From an optimization exercise on the open Yosys and OpenROAD flow, aimed at small area and a short achievable clock period; shortcuts taken in it are not production practice. Where RTL was checked, it was by simulation tests only, not by an equivalence proof against the original. Power is estimated from default activity; no workload was simulated.

// bumpy_core
module bumpy_core (
	input wire logic clk,
	input wire logic resetN,
	input wire logic start_of_frame,
	input wire motion_pkg::keys_t keys,
	input wire logic die,
	input wire logic restart,
	input wire geom_pkg::tile_map_t tile_map,
	input wire geom_pkg::tile_coord_t teleport_target,
	output geom_pkg::pixel_t offset_x,
	output geom_pkg::pixel_t offset_y,
	output motion_pkg::move_state_e state
);
Size: about 1600 cells after synthesis, about 130 flip-flops, about 13000 sq um of cells after synthesis.
Settings: LEC_CHECK=0, CAP_MARGIN=20, CORE_MARGIN=2, CORE_UTILIZATION=50, CTS_BUF_LIST=sky130_fd_sc_hd__clkbuf_8, SETUP_SLACK_MARGIN=2.5, SLEW_MARGIN=20; clock period 6.0 ns.
standard.sh (not shown) runs the stock make flow with config.mk's settings and CLKGATE_MAP_FILE= SYNTH_SCRIPT=/design/flow/synth_recipe.tcl, a recipe that flattens the netlist after the stock synthesis.
==> flow/flow/run.sh <==
#!/bin/bash
export BUFFER_PORTS_ARGS="-buffer_cell sky130_fd_sc_hd__buf_1"
bash standard.sh > standard.log 2>&1
Next try:
--- a/flow/design.v
+++ b/flow/design.v
@@ -60,20 +60,27 @@
 	input wire logic start_of_frame,
 	input wire motion_pkg::keys_t keys,
 	input wire logic die,
 	input wire logic restart,
 	input wire geom_pkg::tile_map_t tile_map,
 	input wire geom_pkg::tile_coord_t teleport_target,
 	output geom_pkg::pixel_t offset_x,
 	output geom_pkg::pixel_t offset_y,
 	output motion_pkg::move_state_e state
 );
+	function automatic logic [31:0] pre_and_r(input logic [31:0] x);
+		logic [31:0] p;
+		p = x;
+		for (int i = 1; i < 32; i++)
+			p[i] = p[i] & p[i - 1];
+		pre_and_r = {p[30:0], 1'b1};
+	endfunction
 	function automatic logic [31:0] pre_and(input logic [31:0] x);
 		logic [31:0] p;
 		p = x;
 		for (int l = 0; l < 5; l++)
 			for (int i = 0; i < 32; i++)
 				if (((i >> l) & 1) != 0)
 					p[i] = p[i] & p[((i >> l) << l) - 1];
 		pre_and = {p[30:0], 1'b1};
 	endfunction
 	localparam logic [2:0] S_RESET = 3'd0;
@@ -318,37 +325,37 @@
 			jyn[i] = py[i] ^ (jyb[6] & jy0[i - 11]);
 	end
 	always_ff @(posedge clk or negedge resetN) begin
 		if (!resetN)
 			jyl <= -LIM_Y;
 		else if (jump)
 			jyl <= jyn;
 	end
 	logic [28:0] tx;
 	logic [31:0] tl1, tl0, tu1, tu0;
-	assign tl1 = pre_and({28'hfffffff, px[3:0]});
-	assign tl0 = pre_and({28'hfffffff, ~px[3:0]});
-	assign tu1 = pre_and({7'h7f, px[28:4]});
-	assign tu0 = pre_and({7'h7f, ~px[28:4]});
+	assign tl1 = pre_and_r({28'hfffffff, px[3:0]});
+	assign tl0 = pre_and_r({28'hfffffff, ~px[3:0]});
+	assign tu1 = pre_and_r({7'h7f, px[28:4]});
+	assign tu0 = pre_and_r({7'h7f, ~px[28:4]});
 	always_comb begin
 		for (int i = 0; i < 4; i++)
 			tx[i] = ~sxn ? tl0[i] : tl1[i];
 		for (int i = 4; i < 29; i++)
 			tx[i] = ~sxn ? ~tl0[4] & tu1[i - 4] : ~tl1[4] & tu0[i - 4];
 	end
 	logic [30:0] ty;
 	logic [7:0] lyp, lym;
 	assign lyp = {1'b0, py[6:0]} + 8'd75;
 	assign lym = {1'b0, py[6:0]} - 8'd75;
 	logic [31:0] ty1, ty0;
-	assign ty1 = pre_and({8'hff, py[30:7]});
-	assign ty0 = pre_and({8'hff, ~py[30:7]});
+	assign ty1 = pre_and_r({8'hff, py[30:7]});
+	assign ty0 = pre_and_r({8'hff, ~py[30:7]});
 	always_comb begin
 		ty[6:0] = (syp ? lyp[6:0] : lym[6:0]) ^ py[6:0];
 		for (int i = 7; i < 31; i++)
 			ty[i] = syp ? lyp[7] & ty1[i - 7] : lym[7] & ty0[i - 7];
 	end
 	always_ff @(posedge clk or negedge resetN) begin
 		if (!resetN) begin
 			px <= RST_PX;
 			py <= RST_PY;
 		end
After rerunning: Final area came out lower by 0.40%. Total power came out higher by 12%. Wire length came out lower by 3.6%. Worst hold slack gains 0.018 ns. Synthesized cell count came out lower by 8.4%. Via count came out lower by 6.3%. Global-route usage came out higher by 0.68 points. Die area came out lower by 2.8%.
Function not checked in the second run of this note: the RTL went through the layout flow alone.

* * *

## the baseline
bumpy_core, a different RTL version from the one above (not shown whole).
For scale: roughly 1600 cells after synthesis, about 200 I/O pins, roughly 13000 um^2 of cells after synthesis.
Settings: LEC_CHECK=0, CAP_MARGIN=20, CORE_MARGIN=2, CORE_UTILIZATION=50, CTS_BUF_LIST=sky130_fd_sc_hd__clkbuf_8, SETUP_SLACK_MARGIN=2.5, SLEW_MARGIN=20; clock period 6.0 ns.
Scripts as last shown in full above: flow/flow/run.sh
Changes in the candidate relative to the baseline:
diff --git a/flow/design.v b/flow/design.v
--- a/flow/design.v
+++ b/flow/design.v
@@ -81,36 +81,35 @@
 	localparam logic [2:0] S_LEFT = 3'd2;
 	localparam logic [2:0] S_RIGHT = 3'd3;
 	localparam logic [2:0] S_DOWN = 3'd4;
 	localparam logic [2:0] S_UP = 3'd5;
 	localparam logic [2:0] S_DIE = 3'd6;
 	localparam logic [28:0] RST_PX = 29'd192;    
 	localparam logic [30:0] RST_PY = 31'd8960;   
 	localparam logic [30:0] LIM_Y = 31'd1376;
 	logic [2:0] st;
-	logic [1:0] nk;
-	logic lbr, rbr;
+	logic [2:0] cc;
 	logic sxn, syn, syp, sx_nz;    
 	logic sxp;
 	assign sxp = sx_nz & ~sxn;
 	logic [28:0] px;    
 	logic [30:0] py;    
 	logic [28:0] jx;    
 	logic [30:0] jyl;   
 	assign state = motion_pkg::move_state_e'(st);
 	assign offset_x = px[13:3];
 	assign offset_y = py[15:5];
 	logic c_step, c_tele, c_free, c_bl, c_br;
-	assign c_step = nk == 2'b10;
-	assign c_tele = nk == 2'b01;
-	assign c_free = nk == 2'b11;
-	assign c_bl = (nk == 2'b00) & lbr;
-	assign c_br = (nk == 2'b00) & ~lbr & rbr;
+	assign c_step = cc[0] & cc[1];
+	assign c_tele = cc[0] & cc[2];
+	assign c_free = cc[0] & ~cc[1] & ~cc[2];
+	assign c_bl = ~cc[0] & cc[2];
+	assign c_br = ~cc[0] & cc[1];
 	logic [2:0] st_n;
 	always_comb begin
 		st_n = st;
 		if (die)
 			st_n = S_DIE;
 		else if (st == S_RESET)
 			st_n = S_IDLE;
 		else if (st == S_DIE) begin
 			if (restart)
@@ -200,29 +199,25 @@
 	logic lbs, rbs;
 	assign kfs = {m10(f1, cf4), m10(f0, cf4)};
 	assign lbs = m10(bs, cl4);
 	assign rbs = m10(bs, cr4);
 	logic [1:0] kf;
 	logic lb, rb;
 	assign kf = kfs | {2{~(in_cf & in_rf)}};
 	assign lb = lbs | ~(in_cl & in_rs);
 	assign rb = rbs | ~(in_cr & in_rs);
+	logic [2:0] cc_n;
+	assign cc_n = (kf != 2'd3) ? {kf, 1'b1} : {lb, ~lb & rb, 1'b0};
 	always_ff @(posedge clk or negedge resetN) begin
-		if (!resetN) begin
-			nk <= 2'b00;
-			lbr <= 1'b0;
-			rbr <= 1'b0;
-		end
-		else begin
-			nk <= ~kf;
-			lbr <= lb;
-			rbr <= rb;
-		end
+		if (!resetN)
+			cc <= 3'b000;
+		else
+			cc <= cc_n;
 	end
 	logic lt_y;
 	assign lt_y = signed'(py) < signed'(jyl);
 	logic signed [10:0] qx;
 	always_comb begin
 		case ({dir_r, sx_nz})
 			2'b00: qx = 11'sd513;
 			2'b01: qx = 11'sd498;
 			2'b10: qx = -11'sd512;
==> summary.txt <==
- Per the final summary, the candidate finished and its layout is clean on timing, DRC and antenna.
- Diff the baseline -> the candidate: final cell count neither gained nor lost much, wire length lost 0.67%, gate count after technology mapping lost about 0.4%.
- Higher number of sequential cells in the layout among the baseline and the candidate: the baseline
- Higher global routing usage on met3 was reported by the candidate, not the baseline.
The RTL of the candidate was laid out without a check of its function.

* * *

## JK
bumpy_core, a different RTL version from the one above (not shown whole).
For scale: roughly 1,600 cells after synthesis, roughly 130 flip-flops, roughly 200 I/O pins, ~13,000 µm² of cells after synthesis.
==> flow/config.mk <==
export PLATFORM = sky130hd
export DESIGN_NAME = bumpy_core
export DESIGN_NICKNAME = bumpy_core
export VERILOG_FILES = /design/flow/design.v
export SDC_FILE = /design/flow/constraint.sdc
export NUM_CORES = 4
export LEC_CHECK = 0
export CAP_MARGIN = 20
export CORE_MARGIN = 2
export CORE_UTILIZATION = 50
export CTS_BUF_LIST = sky130_fd_sc_hd__clkbuf_8
export SETUP_SLACK_MARGIN = 2.5
export SLEW_MARGIN = 20
==> flow/constraint.sdc <==
create_clock -name core_clock -period 6.0 [get_ports {clk}]
set_input_delay 1.2000 -clock core_clock [delete_from_list [all_inputs] [get_ports {clk}]]
set_output_delay 1.2000 -clock core_clock [all_outputs]
set_load 0.01 [all_outputs]
Scripts as last shown in full above: flow/flow/run.sh
For MS, these inputs were changed with respect to JK:
-- flow/design.v --
<<< JK, line 133
		else if (start_of_frame) begin
			st <= st_n;
			dir_r <= st_n[0];
		end
	end
>>> MS, line 133
		else if (start_of_frame) begin
			st <= st_n;
			dir_r <= (st_n == S_RIGHT);
		end
	end
==> summary.txt <==
Delta(proportion of power drawn by the clock network, MS - JK) > 0
JK has a higher setup slack than MS.
[compare] base=JK new=MS: mapped cell area went down 0.93%; number of multi-input combinational cells in the layout went up about 1%; detailed router's first-iteration violation count went down 161; number of flip-flops and latches went up 0.76%.
Depth of the worst register-to-register path in MS vs JK: down 1
Compared to JK, the router laid down less metal wire for MS.
Only the layout flow was run in MS; the RTL was not checked for function there.

* * *

== garnet ==
The RTL this note starts from:
==> flow/design.v <==
`default_nettype none
package geom_pkg;
	localparam int FIXED_SHIFT = 6;
	localparam int TILE_PX = 64;
	localparam int BUMPY_PX = 16;
	localparam int GRID_COLS = 10;
	localparam int GRID_ROWS = 8;
	typedef logic signed [31:0] fixed_t;
	typedef logic signed [10:0] pixel_t;
	typedef logic [3:0] tile_idx_t;
	typedef struct packed {
		tile_idx_t col;
		tile_idx_t row;
	} tile_coord_t;
	typedef logic [1:0] tile_kind_t;
	localparam tile_kind_t TILE_FREE = 2'd0;
	localparam tile_kind_t TILE_STEP = 2'd1;
	localparam tile_kind_t TILE_TELEPORT = 2'd2;
	localparam tile_kind_t TILE_BORDER = 2'd3;
	typedef tile_kind_t [GRID_COLS*GRID_ROWS-1:0] tile_map_t;
	typedef logic [3:0] edge_code_t;
	localparam edge_code_t EDGE_NONE = 4'b0000;
	localparam edge_code_t EDGE_BOTTOM = 4'b0001;
	localparam edge_code_t EDGE_RIGHT = 4'b0010;
	localparam edge_code_t EDGE_TOP = 4'b0100;
	localparam edge_code_t EDGE_LEFT = 4'b1000;
endpackage
`default_nettype wire
`default_nettype none
package motion_pkg;
	typedef enum logic [2:0] {
		S_RESET,
		S_IDLE,
		S_LEFT,
		S_RIGHT,
		S_DOWN,
		S_UP,
		S_DIE
	} move_state_e;
	typedef struct packed {
		logic left;
		logic right;
		logic up;
		logic down;
	} keys_t;
	typedef struct packed {
		logic step;
		logic free;
		logic border;
		logic teleport;
		logic [3:0] hit_edge;
	} collision_t;
endpackage
`default_nettype wire
`timescale 1ns/100ps
`default_nettype none
module bumpy_core (
	input wire logic clk,
	input wire logic resetN,
	input wire logic start_of_frame,
	input wire motion_pkg::keys_t keys,
	input wire logic die,
	input wire logic restart,
	input wire geom_pkg::tile_map_t tile_map,
	input wire geom_pkg::tile_coord_t teleport_target,
	output geom_pkg::pixel_t offset_x,
	output geom_pkg::pixel_t offset_y,
	output motion_pkg::move_state_e state
);
	localparam logic [2:0] S_RESET = 3'd0;
	localparam logic [2:0] S_IDLE = 3'd1;
	localparam logic [2:0] S_LEFT = 3'd2;
	localparam logic [2:0] S_RIGHT = 3'd3;
	localparam logic [2:0] S_DOWN = 3'd4;
	localparam logic [2:0] S_UP = 3'd5;
	localparam logic [2:0] S_DIE = 3'd6;
	localparam logic [28:0] RST_PX = 29'd192;    
	localparam logic [30:0] RST_PY = 31'd8960;   
	localparam logic [30:0] LIM_Y = 31'd1376;
	logic [2:0] st;
	logic [2:0] cc;
	logic sxn, sxp, syn, syp, sx_nz;
	logic [28:0] px;    
	logic [30:0] py;    
	logic [28:0] jx;    
	logic [30:0] jyl;   
	assign state = motion_pkg::move_state_e'(st);
	assign offset_x = px[13:3];
	assign offset_y = py[15:5];
	logic c_step, c_tele, c_free, c_bl, c_br;
	assign c_step = cc[0] & cc[1];
	assign c_tele = cc[0] & cc[2];
	assign c_free = cc[0] & ~cc[1] & ~cc[2];
	assign c_bl = ~cc[0] & cc[2];
	assign c_br = ~cc[0] & cc[1];
	logic [2:0] st_n;
	always_comb begin
		st_n = st;
		if (die)
			st_n = S_DIE;
		else if (st == S_RESET)
			st_n = S_IDLE;
		else if (st == S_DIE) begin
			if (restart)
				st_n = S_RESET;
		end
		else if (keys.up)
			st_n = c_free ? S_UP : S_IDLE;
		else if (keys.down)
			st_n = S_DOWN;
		else if (keys.left)
			st_n = S_LEFT;
		else if (keys.right)
			st_n = S_RIGHT;
		else
			st_n = S_IDLE;
	end
	logic dir_r;
	always_ff @(posedge clk or negedge resetN) begin
		if (!resetN) begin
			st <= S_RESET;
			dir_r <= 1'b0;
		end
		else if (start_of_frame) begin
			st <= st_n;
			dir_r <= st_n[0];
		end
	end
	logic [159:0] tm;
	assign tm = tile_map;
	logic signed [19:0] cx, cy;
	logic [5:0] mx, my;
	assign cx = px[28:9];
	assign mx = px[8:3];
	assign cy = py[30:11];
	assign my = py[10:5];
	logic inc_f, dec_l, inc_r, inc_rf, inc_rs;
	assign inc_f = (mx >= 6'd56);
	assign dec_l = (mx == 6'd0);
	assign inc_r = (mx >= 6'd48);
	assign inc_rf = (my >= 6'd48);
	assign inc_rs = (my >= 6'd56);
	logic [3:0] cf4, cl4, cr4;
	logic [2:0] rf3, rs3;
	assign cf4 = cx[3:0] + {3'd0, inc_f};
	assign cl4 = cx[3:0] - {3'd0, dec_l};
	assign cr4 = cx[3:0] + {3'd0, inc_r};
	assign rf3 = cy[2:0] + {2'd0, inc_rf};
	assign rs3 = cy[2:0] + {2'd0, inc_rs};
	logic cx_in, cx_m1, cx_10, cy_in, cy_m1;
	logic in_cf, in_cl, in_cr, in_rf, in_rs;
	assign cx_in = (cx[19:4] == 16'd0) && (cx[3:0] <= 4'd9);
	assign cx_m1 = (cx == -20'sd1);
	assign cx_10 = (cx == 20'sd10);
	assign cy_in = (cy[19:3] == 17'd0);
	assign cy_m1 = (cy == -20'sd1);
	assign in_cf = (cx_in && !(cx[3:0] == 4'd9 && inc_f)) || (cx_m1 && inc_f);
	assign in_cl = (cx_in && !(cx[3:0] == 4'd0 && dec_l)) || (cx_10 && dec_l);
	assign in_cr = (cx_in && !(cx[3:0] == 4'd9 && inc_r)) || (cx_m1 && inc_r);
	assign in_rf = (cy_in && !(cy[2:0] == 3'd7 && inc_rf)) || (cy_m1 && inc_rf);
	assign in_rs = (cy_in && !(cy[2:0] == 3'd7 && inc_rs)) || (cy_m1 && inc_rs);
	logic [9:0] col_f, col_l, col_r;
	logic [7:0] row_f, row_s;
	always_comb begin
		for (int k = 0; k < 10; k++) begin
			col_f[k] = (cf4 == 4'(k));
			col_l[k] = (cl4 == 4'(k));
			col_r[k] = (cr4 == 4'(k));
		end
		for (int k = 0; k < 8; k++) begin
			row_f[k] = (rf3 == 3'(k));
			row_s[k] = (rs3 == 3'(k));
		end
	end
	logic [1:0] rsel_f [10];
	logic rsel_s [10];
	logic [1:0] kfs;
	logic lbs, rbs;
	always_comb begin
		for (int c = 0; c < 10; c++) begin
			rsel_f[c] = 2'b00;
			rsel_s[c] = 1'b0;
			for (int r = 0; r < 8; r++) begin
				rsel_f[c] = rsel_f[c] | ({2{row_f[r]}} & tm[2 * (r * 10 + c) +: 2]);
				rsel_s[c] = rsel_s[c] | (row_s[r] & tm[2 * (r * 10 + c)] & tm[2 * (r * 10 + c) + 1]);
			end
		end
		kfs = 2'b00;
		lbs = 1'b0;
		rbs = 1'b0;
		for (int c = 0; c < 10; c++) begin
			kfs = kfs | ({2{col_f[c]}} & rsel_f[c]);
			lbs = lbs | (col_l[c] & rsel_s[c]);
			rbs = rbs | (col_r[c] & rsel_s[c]);
		end
	end
	logic [1:0] kf;
	logic lb, rb;
	assign kf = kfs | {2{~(in_cf & in_rf)}};
	assign lb = lbs | ~(in_cl & in_rs);
	assign rb = rbs | ~(in_cr & in_rs);
	logic [2:0] cc_n;
	assign cc_n = (kf != 2'd3) ? {kf, 1'b1} : {lb, ~lb & rb, 1'b0};
	always_ff @(posedge clk or negedge resetN) begin
		if (!resetN)
			cc <= 3'b000;
		else
			cc <= cc_n;
	end
	logic lt_y;
	assign lt_y = signed'(py) < signed'(jyl);
	logic signed [10:0] qx;
	always_comb begin
		case ({dir_r, sx_nz})
			2'b00: qx = 11'sd513;
			2'b01: qx = 11'sd498;
			2'b10: qx = -11'sd512;
			default: qx = -11'sd497;
		endcase
	end
	logic [30:0] ax, bx, cx3, sx3, kx3, zx;
	assign ax = {px[28], px[28], px};
	assign bx = ~{jx[28], jx[28], jx};
	assign cx3 = {{20{qx[10]}}, qx};
	assign sx3 = ax ^ bx ^ cx3;
	assign kx3 = {(ax[29:0] & bx[29:0]) | (ax[29:0] & cx3[29:0]) | (bx[29:0] & cx3[29:0]), 1'b0};
	assign zx = sx3 + kx3;
	logic [28:0] ux;
	logic wrap_l, wrap_r, lt_l, gt_r;
	assign ux = {~jx[28], jx[27:0]};
	assign wrap_l = (ux[28:10] == 19'd0) && (sx_nz ? (ux[9:0] < 10'd497) : (ux[9:0] < 10'd512));
	assign wrap_r = (ux[28:10] == 19'h7ffff) && (sx_nz ? (~ux[9:0] < 10'd497) : (~ux[9:0] < 10'd512));
	assign lt_l = wrap_l ? ~(~zx[30] & zx[29]) : zx[30];
	assign gt_r = wrap_r ? ~(zx[30] & ~zx[29]) : ~zx[30];
	always_ff @(posedge clk or negedge resetN) begin
		if (!resetN) begin
			syn <= 1'b0;
			syp <= 1'b0;
		end
		else begin
			case (st)
				S_IDLE, S_LEFT, S_RIGHT: begin
					if (c_step && !syn) begin
						syn <= 1'b1;
						syp <= 1'b0;
					end
					else if (lt_y && !syp) begin
						syn <= 1'b0;
						syp <= 1'b1;
					end
				end
				S_DOWN: begin
					syn <= 1'b0;
					syp <= 1'b1;
				end
				S_UP: begin
					syn <= 1'b1;
					syp <= 1'b0;
				end
				default: begin
					syn <= 1'b0;
					syp <= 1'b0;
				end
			endcase
		end
	end
	logic sxn_n, sxp_n;
	assign sxn_n = (st == S_LEFT) && !(lt_l && !sxp);
	assign sxp_n = (st == S_RIGHT) && !(gt_r && !sxn);
	always_ff @(posedge clk or negedge resetN) begin
		if (!resetN) begin
			sxn <= 1'b0;
			sxp <= 1'b0;
			sx_nz <= 1'b0;
		end
		else begin
			sxn <= sxn_n;
			sxp <= sxp_n;
			sx_nz <= sxn_n | sxp_n;
		end
	end
	logic jump;
	assign jump = c_step || (st == S_UP && c_free);
	logic [3:0] jlp, jlm;
	logic [28:0] jpush;
	assign jlp = {1'b0, px[8:6]} + 4'd5;
	assign jlm = {1'b0, px[8:6]} - 4'd5;
	always_comb begin
		logic one, zero;
		jpush[5:0] = px[5:0];
		jpush[8:6] = c_br ? jlp[2:0] : jlm[2:0];
		one = jlp[3];
		zero = jlm[3];
		for (int i = 9; i < 29; i++) begin
			jpush[i] = px[i] ^ (c_br ? one : zero);
			one = one & px[i];
			zero = zero & ~px[i];
		end
	end
	always_ff @(posedge clk or negedge resetN) begin
		if (!resetN)
			jx <= '0;
		else if (jump)
			jx <= px;
		else if (c_bl || c_br)
			jx <= jpush;
	end
	logic [6:0] jyb;
	logic [30:0] jyn;
	assign jyb = {1'b0, py[10:5]} - 7'd43;
	always_comb begin
		logic zero;
		jyn[4:0] = py[4:0];
		jyn[10:5] = jyb[5:0];
		zero = jyb[6];
		for (int i = 11; i < 31; i++) begin
			jyn[i] = py[i] ^ zero;
			zero = zero & ~py[i];
		end
	end
	always_ff @(posedge clk or negedge resetN) begin
		if (!resetN)
			jyl <= -LIM_Y;
		else if (jump)
			jyl <= jyn;
	end
	logic [28:0] tx;
	always_comb begin
		logic one, zero;
		one = 1'b1;
		zero = 1'b1;
		for (int i = 0; i < 4; i++) begin
			tx[i] = sxp ? zero : one;
			one = one & px[i];
			zero = zero & ~px[i];
		end
		one = ~one;
		zero = ~zero;
		for (int i = 4; i < 29; i++) begin
			tx[i] = sxp ? zero : one;
			one = one & ~px[i];
			zero = zero & px[i];
		end
	end
	logic [30:0] ty;
	logic [7:0] lyp, lym;
	assign lyp = {1'b0, py[6:0]} + 8'd75;
	assign lym = {1'b0, py[6:0]} - 8'd75;
	always_comb begin
		logic one, zero;
		ty[6:0] = (syp ? lyp[6:0] : lym[6:0]) ^ py[6:0];
		one = lyp[7];
		zero = lym[7];
		for (int i = 7; i < 31; i++) begin
			ty[i] = syp ? one : zero;
			one = one & py[i];
			zero = zero & ~py[i];
		end
	end
	always_ff @(posedge clk or negedge resetN) begin
		if (!resetN) begin
			px <= RST_PX;
			py <= RST_PY;
		end
		else if (c_tele) begin
			px <= {16'd0, teleport_target.col, 9'd192};
			py <= {16'd0, teleport_target.row, 11'd768};
		end
		else if (start_of_frame) begin
			px <= px ^ ({29{sxn | sxp}} & tx);
			py <= py ^ ({31{syn | syp}} & ty);
		end
	end
endmodule
`default_nettype wire
==> flow/config.mk <==
export PLATFORM = sky130hd
export DESIGN_NAME = bumpy_core
export DESIGN_NICKNAME = bumpy_core
export VERILOG_FILES = /design/flow/design.v
export SDC_FILE = /design/flow/constraint.sdc
export NUM_CORES = 4
export LEC_CHECK = 0
export CAP_MARGIN = 20
export CORE_MARGIN = 2
export CORE_UTILIZATION = 45
export SETUP_SLACK_MARGIN = 2.5
export SLEW_MARGIN = 20
==> flow/constraint.sdc <==
create_clock -name core_clock -period 6.0 [get_ports {clk}]
set_input_delay 1.2000 -clock core_clock [delete_from_list [all_inputs] [get_ports {clk}]]
set_output_delay 1.2000 -clock core_clock [all_outputs]
set_load 0.01 [all_outputs]
Scripts as last shown in full above: flow/flow/run.sh
garnet completed end to end with timing, DRC and antenna clean.
[inputs] raven vs garnet
--- a/flow/design.v
+++ b/flow/design.v
@@ -84,5 +84,5 @@
 	logic [30:0] py;    
 	logic [28:0] jx;    
-	logic [30:0] jyl;   
+	logic [30:0] jy;    
 	assign state = motion_pkg::move_state_e'(st);
 	assign offset_x = px[13:3];
@@ -208,6 +208,9 @@
 			cc <= cc_n;
 	end
-	logic lt_y;
-	assign lt_y = signed'(py) < signed'(jyl);
+	logic [32:0] zy;
+	logic wrap_y, lt_y;
+	assign zy = {py[30], py[30], py} + ~{jy[30], jy[30], jy} + 33'd1377;
+	assign wrap_y = ({~jy[30], jy[29:0]} < 31'd1376);
+	assign lt_y = wrap_y ? ~(~zy[32] & zy[31]) : zy[32];
 	logic signed [10:0] qx;
 	always_comb begin
@@ -306,23 +309,13 @@
 			jx <= jpush;
 	end
-	logic [6:0] jyb;
-	logic [30:0] jyn;
-	assign jyb = {1'b0, py[10:5]} - 7'd43;
-	always_comb begin
-		logic zero;
-		jyn[4:0] = py[4:0];
-		jyn[10:5] = jyb[5:0];
-		zero = jyb[6];
-		for (int i = 11; i < 31; i++) begin
-			jyn[i] = py[i] ^ zero;
-			zero = zero & ~py[i];
-		end
-	end
 	always_ff @(posedge clk or negedge resetN) begin
 		if (!resetN)
-			jyl <= -LIM_Y;
+			jy <= '0;
 		else if (jump)
-			jyl <= jyn;
+			jy <= py;
 	end
+	logic mvx, mvy;
+	assign mvx = start_of_frame & (sxn | sxp);
+	assign mvy = start_of_frame & (syn | syp);
 	logic [28:0] tx;
 	always_comb begin
@@ -367,7 +360,7 @@
 			py <= {16'd0, teleport_target.row, 11'd768};
 		end
-		else if (start_of_frame) begin
-			px <= px ^ ({29{sxn | sxp}} & tx);
-			py <= py ^ ({31{syn | syp}} & ty);
+		else begin
+			px <= px ^ ({29{mvx}} & tx);
+			py <= py ^ ({31{mvy}} & ty);
 		end
 	end
Results
Compared with garnet, wire length of the first global-routing pass in raven decreased slightly. Relative to garnet, leakage power total has gone up in raven. Compared with garnet, average detailed-routed wire length per instance in raven increased slightly. Clock network fraction of design power across garnet and raven: no real change. Netlist area before placement delta (raven − garnet): unfavourable.
Function was not checked in any run of this note: the RTL went through the layout flow alone.

[what the ideal ports hide]
In the flow no input, the clock included, has a driving cell. The finished layouts below were timed again as built, in two steps.
Step 1 (the two cells are an assumption about what drives the block):
set clk [get_ports {clk}]
set_driving_cell -lib_cell sky130_fd_sc_hd__clkbuf_16 $clk
set_driving_cell -lib_cell sky130_fd_sc_hd__buf_2 [delete_from_list [all_inputs] $clk]
Step 2 also shifts input and output timing later by t, the mid clock arrival at the registers, as if the neighbouring blocks saw the same clock.
Slacks: ideal / step 1 / step 2; pairs: ideal / step 1.
run | t, ns | slack for setup (ns) | worst hold slack (ns) | worst data-port slew with drivers (ns) | pins driven straight from the clock port
the first run of note 1 | 0.499 | 2.642 / 2.642 / 2.344 | 0.462 / 0.462 / 0.462 | 0.08 | 1
the second run of note 1 | 0.493 | 2.548 / 2.548 / 2.548 | 0.480 / 0.480 / 0.480 | 0.08 | 1
the baseline | 0.489 | 2.662 / 2.662 / 2.662 | 0.468 / 0.468 / 0.468 | 0.06 | 1
the candidate | 0.517 | 2.594 / 2.594 / 2.533 | 0.481 / 0.481 / 0.481 | 0.06 | 1
JK | 0.508 | 2.629 / 2.629 / 2.370 | 0.478 / 0.478 / 0.478 | 0.11 | 1
MS | 0.495 | 2.554 / 2.554 / 2.541 | 0.469 / 0.469 / 0.469 | 0.06 | 1
garnet | 0.474 | 1.890 / 1.890 / 1.890 | 0.462 / 0.462 / 0.462 | 0.07 | 1
raven | 0.469 | 2.388 / 2.388 / 2.206 | 0.483 / 0.483 / 0.483 | 0.08 | 1
After both steps every run listed still meets setup and hold. For the first run of note 1, which loses most, drivers alone change the setup slack by 0.000 ns; drivers and shift together by -0.298 ns.
